Context: an optimization exercise on an open-source flow, tuned for small area, a short achievable clock period and few clock cycles per item. The choices shown serve that exercise and are no tape-out recipe.
RTL that was checked went through simulation tests only; none was proved equivalent to the original.
Power and IR drop assume default switching activity.

## run Z
// mru_page_tag_cache
module mru_page_tag_cache #(
   parameter int SLOTS = mpc_pkg::DEF_SLOTS
) (
   input  logic                              clock,
   input  logic                              reset,
   input  logic                              req_valid,
   output logic                              req_stall,
   input  logic [1:0]                        req_kind,
   input  logic [mpc_pkg::TAG_W-1:0]         req_page_offset,
   output logic                              rsp_valid,
   input  logic                              rsp_stall,
   output logic                              rsp_hit,
   output logic                              rsp_writeback_valid,
   output logic [mpc_pkg::TAG_W-1:0]         rsp_writeback_offset,
   output logic [mpc_pkg::CNT_W-1:0]         rsp_hit_count,
   output logic [mpc_pkg::CNT_W-1:0]         rsp_attempt_count,
   output logic [mpc_pkg::OCC_OUT_W-1:0]     rsp_occupancy,
   input  logic                              psel,
   input  logic                              penable,
   input  logic                              pwrite,
   input  logic [mpc_pkg::ADDR_W-1:0]        paddr,
   input  logic [mpc_pkg::DATA_W-1:0]        pwdata,
   output logic [mpc_pkg::DATA_W-1:0]        prdata,
   output logic                              pready
);
  ...
Settings: LEC_CHECK=0, CAP_MARGIN=20, CORE_MARGIN=2, CORE_UTILIZATION=50, CTS_CLUSTER_DIAMETER=70, CTS_CLUSTER_SIZE=24, SETUP_SLACK_MARGIN=3.3, SLEW_MARGIN=20, TNS_END_PERCENT=5; clock period 5.5 ns.
run.sh (not shown) runs the stock make flow with config.mk's settings and CLKGATE_MAP_FILE= SYNTH_SCRIPT=/design/flow/synth_recipe.tcl, a recipe that flattens the netlist after the stock synthesis.
Run Z has completed all stages; timing, DRC and antenna checks passed.
Testbench counts of run Z, summed over its fixed seeds: cycles 4,848, items 4,800.
Input-level comparison between run E and run Z:
-- flow/config.mk --
<<< run Z, line 13
export SETUP_SLACK_MARGIN = 3.3
>>> run E, line 13
export SETUP_SLACK_MARGIN = 3.1
<<< run Z, line 15
export TNS_END_PERCENT = 5
>>> run E, line 15
export TNS_END_PERCENT = 20
Results
Reported for run E and run Z, instance area at placement turned out identical to the last digit. As of run E, wire length had risen by a few percent compared to run Z. Run Z -> run E: clock skew flat.

* * *

mru_page_tag_cache again, from the RTL that the note above started with.
Settings: LEC_CHECK=0, CAP_MARGIN=20, CORE_MARGIN=2, CORE_UTILIZATION=50, SETUP_SLACK_MARGIN=3.1, SLEW_MARGIN=20, TNS_END_PERCENT=5; clock period 5.5 ns.
The first run passed the timing, design-rule and antenna checks.
Testbench counts at the start, summed over its fixed seeds: cycles 4,848, items 4,800.
==> next run, changes <==
CTS_CLUSTER_DIAMETER = 90   (was unset)
CTS_CLUSTER_SIZE = 20   (was unset)
Result:
- The new run passed the timing, design-rule and antenna checks
- setup slack got worse by 0.059 ns
- total power shrinks by about a fifth
- global-route usage grows by 0.52 points
- area after synthesis does not change
==> next run, changes <==
CORE_UTILIZATION = 60   (was 50)
CTS_CLUSTER_DIAMETER = 70   (was 90)
CTS_CLUSTER_SIZE = 24   (was 20)
Outcome:
- core utilization grows by 11 points
- hold slack is better by 0.0098 ns
- count of clock-buffer cells in the layout shrinks by 5
- critical path depth does not change
- wire length fell by 1.1%
- register-to-register slack gets worse by 0.18 ns
- final cell count drops by 2.2%
- sequential share of layout area grows by 0.52 points
- synthesized cell count stays the same
- fmax decreases by 5.7%
- die area decreases by 16%

* * *

Another version of the RTL of mru_page_tag_cache (not shown whole).
For scale: ~3300 cells after synthesis, roughly 730 flip-flops, roughly 210 I/O pins, roughly 0.040 mm2 of cells after synthesis.
// mru_page_tag_cache
module mru_page_tag_cache #(
   parameter int SLOTS = mpc_pkg::DEF_SLOTS
) (
   input  logic                              clock,
   input  logic                              reset,
   input  logic                              req_valid,
   output logic                              req_stall,
   input  logic [1:0]                        req_kind,
   input  logic [mpc_pkg::TAG_W-1:0]         req_page_offset,
   output logic                              rsp_valid,
   input  logic                              rsp_stall,
   output logic                              rsp_hit,
   output logic                              rsp_writeback_valid,
   output logic [mpc_pkg::TAG_W-1:0]         rsp_writeback_offset,
   output logic [mpc_pkg::CNT_W-1:0]         rsp_hit_count,
   output logic [mpc_pkg::CNT_W-1:0]         rsp_attempt_count,
   output logic [mpc_pkg::OCC_OUT_W-1:0]     rsp_occupancy,
   input  logic                              psel,
   input  logic                              penable,
   input  logic                              pwrite,
   input  logic [mpc_pkg::ADDR_W-1:0]        paddr,
   input  logic [mpc_pkg::DATA_W-1:0]        pwdata,
   output logic [mpc_pkg::DATA_W-1:0]        prdata,
   output logic                              pready
);
make LEC_CHECK=0 CAP_MARGIN=20 CORE_MARGIN=2 CORE_UTILIZATION=40 SETUP_SLACK_MARGIN=3.2 SLEW_MARGIN=20 finish   # period 5.5 ns
==> next run, changes <==
Settings changed: CORE_UTILIZATION 40 to 60, SETUP_SLACK_MARGIN 3.2 to 2.8, TNS_END_PERCENT set to 5.
What happened: The changed run produced a clean layout. Combinational power decreases by 19%. Die area decreases by 33%. Power decreases by 2.4%. Global-route usage increases by 12 points.
No run of this note included a check of the RTL's function; only the layout flow was run.

* * *

RTL: one of the versions met above, not the one the previous note started from.
Size: about 4500 cells after synthesis, about 740 flip-flops, ~210 I/O pins, roughly 0.038 mm² of cells after synthesis.
clock: 5.5 ns
lec_check: 0
cap_margin: 20
core_margin: 2
core_utilization: 50
cts_cluster_diameter: 70
cts_cluster_size: 24
place_density: 0.75
setup_slack_margin: 3.1
slew_margin: 20
tns_end_percent: 5
Testbench counts at the start, summed over its fixed seeds: cycles 4,848, items 4,800.
Change:
==> flow/flow/run.sh (new file) <==
#!/bin/bash
# The standard layout (standard.sh), with one change: the timing repair may
# swap a cell for any cell of the same function, not only one of the same
# footprint, so that the port buffers and complex gates can be resized.
set -euo pipefail
grep -q 'CLKGATE_MAP_FILE= ' standard.sh
sed 's|CLKGATE_MAP_FILE= |CLKGATE_MAP_FILE= MATCH_CELL_FOOTPRINT=0 |' standard.sh > standard_any_footprint.sh
bash standard_any_footprint.sh > layout.log 2>&1
test -f out/final.def
==> flow/standard.sh (new file) <==
#!/bin/bash
# synth_recipe.tcl (not shown) runs the flow's synth.tcl, then flattens the netlist and writes it again
# the make line also repeats each setting of config.mk as NAME=value (left out here)
make -C /OpenROAD-flow-scripts/flow DESIGN_CONFIG=/design/flow/config.mk WORK_HOME=/design/flow/orfs CLKGATE_MAP_FILE= SYNTH_SCRIPT=/design/flow/synth_recipe.tcl "${@:-finish}"
CTS_CLUSTER_DIAMETER = unset   (was 70)
CTS_CLUSTER_SIZE = unset   (was 24)
PLACE_DENSITY = unset   (was 0.75)
removed: flow/run.sh
Combinational power increases by a little under a tenth.
Die area stays the same.
Total power increases by about a fifth.
Cell area increases by a few percent.
Utilization increases by 3.7 points.
Global-route usage increases by 4.5 points.
Non-clock buffer count increases by 74.
Routed wire length increases by roughly a tenth.

==> static timing again, ports no longer ideal <==
The flow's constraints put no driver on any port. The routed layouts listed below were extracted and timed again, unchanged, in two steps.
Step 1 sets driving cells, clkbuf_16 on the clock port and buf_2 on the other inputs (assumed; they add their load-dependent delay and slew).
Step 2 moves the port delays by t, midway between the first and last clock arrival at a register: inputs arrive t later, outputs are due t later. That takes back most of the time a late clock gives input paths.
Three values: ideal, step 1, step 2; two values: the first two.
run | shift t [ns] | setup WS [ns] | worst register clock-pin slew, ns | cell pins on the clock port's net
run Z | 0.698 | 2.638 / 2.638 / 2.233 | 0.11 / 0.11 | 1
run E | 0.714 | 2.641 / 2.641 / 2.035 | 0.11 / 0.11 | 1
the first run of note 2 | 0.709 | 2.655 / 2.655 / 2.188 | 0.07 / 0.07 | 1
the second run of note 2 | 0.694 | 2.596 / 2.596 / 2.068 | 0.10 / 0.10 | 1
the third run of note 2 | 0.742 | 2.420 / 2.420 / 2.025 | 0.10 / 0.10 | 1
the first run of note 3 | 0.734 | 2.212 / 2.212 / 2.013 | 0.07 / 0.07 | 1
the second run of note 3 | 0.716 | 2.262 / 2.262 / 1.883 | 0.07 / 0.07 | 1
the first run of note 4 | 0.703 | 2.672 / 2.672 / 2.051 | 0.10 / 0.10 | 1
the second run of note 4 | 0.716 | 2.617 / 2.617 / 2.110 | 0.07 / 0.07 | 1
After both steps setup and hold are still met in every run listed. The setup slack of the first run of note 4, which loses most, moves by 0.000 ns with the drivers and by -0.621 ns with both steps.
